This design comes from an exercise in tuning for small area, a short achievable clock period and few clock cycles on the open sky130 flow, not from production work. In this exercise RTL edits were held to simulation tests only and were not proved equivalent to the original. Power figures rest on the tool's default switching activity, not on a simulated workload.

Design compressorTop, start of the top module:
module compressorTop (
  input  logic       clock,
  input  logic       arstN,
  input  logic       inValid,
  input  logic [7:0] inByte,
  input  logic       inLast,
  output logic       inReady,
  output logic       tokenValid,
  output logic       tokenIsCopy,
  output logic [7:0] tokenLiteral,
  output logic [8-1:0] tokenOffset,
  output logic [3:0] tokenLength,
  input  logic       creditReturn,
  output logic       blockDone
);
Size in the first run: ~11,000 cells after synthesis, ~4,800 flip-flops, ~37 I/O pins.
export LEC_CHECK = 0
export CAP_MARGIN = 20
export CORE_MARGIN = 2
export CORE_UTILIZATION = 50
export SLEW_MARGIN = 20
create_clock -name core_clock -period 12.0 [get_ports {clock}]
standard.sh (not shown) runs the stock make flow with config.mk's settings and CLKGATE_MAP_FILE= SYNTH_SCRIPT=/design/flow/synth_recipe.tcl, a recipe that flattens the netlist after the stock synthesis.
==> flow/flow/run.sh <==
#!/bin/bash
# Standard synthesis and layout; only the setup repair margin differs from the
# standard flow, so repair_timing keeps improving paths below the 12 ns target.
set -euo pipefail
bash standard.sh synth > synth.log 2>&1
bash standard.sh SETUP_SLACK_MARGIN=8 finish > layout.log 2>&1
Testbench counts at the start, summed over its fixed seeds: cycles 23,904.
Edit:
- CORE_UTILIZATION: 50 -> 40
What happened: Setup slack got worse by 45 ps. Synthesized cell count does not change. Cell count climbs by about 7%. Cell area rises by 1.0%. Core utilization fell by 11 points. Sequential share of layout area decreases by 0.62 points.

* * *

## the previous run
compressorTop, a different RTL version from the one above (not shown whole).
Size: ~12000 cells after synthesis, about 4800 flip-flops, about 37 I/O pins, about 0.20 mm² of cells after synthesis.
export LEC_CHECK = 0
export CAP_MARGIN = 20
export CORE_MARGIN = 2
export CORE_UTILIZATION = 50
export SLEW_MARGIN = 20
create_clock -name core_clock -period 12.0 [get_ports {clock}]
Scripts as last shown in full above: flow/flow/run.sh
The final layout from the previous run, which completed every stage, passed the timing, design-rule and antenna checks at the end of the flow.
Testbench counts of the previous run, summed over its fixed seeds: cycles 23,904.
What the current run does differently from the previous run at the input level:
- CORE_UTILIZATION: 50 -> 40
==> comparison <==
- Looking at final-layout worst hold slack across both flows, the current run is the stronger of the two, with the previous run trailing.
- On the current run: delay of the slowest critical-path stage is 0.33 ns higher than what the previous run gave.
- Re die area: the previous run was lower than the current run.
- Status: combinational group share of total power parity (the previous run, the current run)
- The current run vs the previous run: buffer and inverter count on the worst path down in the current run

* * *

Another version of the RTL of compressorTop (not shown whole).
Size in the first run: ~4900 flip-flops, roughly 37 I/O pins, roughly 0.20 mm² of cells after synthesis.
Settings: LEC_CHECK=0, CAP_MARGIN=20, CORE_MARGIN=2, CORE_UTILIZATION=40, SETUP_SLACK_MARGIN=5, SLEW_MARGIN=20; clock period 12.0 ns.
run.sh (not shown) runs the stock make flow with config.mk's settings and CLKGATE_MAP_FILE= SYNTH_SCRIPT=/design/flow/synth_recipe.tcl, a recipe that flattens the netlist after the stock synthesis.
Stock flow here: none of the scripts above is used.
Testbench counts at the start, summed over its fixed seeds: cycles 24,617.
Edit:
==> flow/flow/run.sh (new file) <==
#!/bin/bash
# Standard synthesis and layout; only the setup repair margin differs from the
# standard flow, so repair_timing keeps improving paths below the 12 ns target.
set -euo pipefail
bash standard.sh synth > synth.log 2>&1
bash standard.sh SETUP_SLACK_MARGIN=8 finish > layout.log 2>&1
==> flow/standard.sh (new file) <==
#!/bin/bash
# synth_recipe.tcl (not shown) runs the flow's synth.tcl, then flattens the netlist and writes it again
# the make line also repeats each setting of config.mk as NAME=value (left out here)
make -C /OpenROAD-flow-scripts/flow DESIGN_CONFIG=/design/flow/config.mk WORK_HOME=/design/flow/orfs CLKGATE_MAP_FILE= SYNTH_SCRIPT=/design/flow/synth_recipe.tcl "${@:-finish}"
--- a/flow/config.mk
+++ b/flow/config.mk
@@ -9,4 +9,3 @@
 export CORE_MARGIN = 2
 export CORE_UTILIZATION = 40
-export SETUP_SLACK_MARGIN = 5
 export SLEW_MARGIN = 20
removed: flow/run.sh
Result: Power went up by about 4%. Cell count goes up by 0.96%. Critical path depth fell by 9. First-iteration DRC count goes down by about 5%. Final area grows by 1.7%.

## separate check: timing with driven ports
The results above use ideal ports. As a check the final layouts listed here were re-extracted and re-timed, cells and wires unchanged.
Step 1: set_driving_cell puts a clkbuf_16 on clock and a buf_2 on each other input, an assumption about the parent block.
Step 2 adds t to the input delays and takes it off the output delays; t is the mean of the earliest and latest rising clock arrival at the registers after step 1. Input paths then give back, and output paths get back, about the clock's delay inside the block.
Three values: ideal, step 1, step 2; two values: the first two.
run | shift t [ns] | setup slack, ns | worst slew at a driven data input, ns
the first run of note 1 | 1.152 | 7.889 / 7.870 / 7.475 | 0.07
the second run of note 1 | 1.175 | 7.844 / 7.726 / 7.415 | 0.21
the previous run | 1.087 | 7.859 / 7.764 / 7.299 | 0.23
the current run | 1.154 | 7.764 / 7.659 / 7.427 | 0.11
the first run of note 3 | 1.132 | 6.030 / 6.030 / 6.030 | 0.13
the second run of note 3 | 1.140 | 7.684 / 7.573 / 7.534 | 0.17
After both steps setup and hold are still met in every run listed. For the previous run, which loses most, drivers alone change the setup slack by -0.095 ns; drivers and shift together by -0.560 ns.
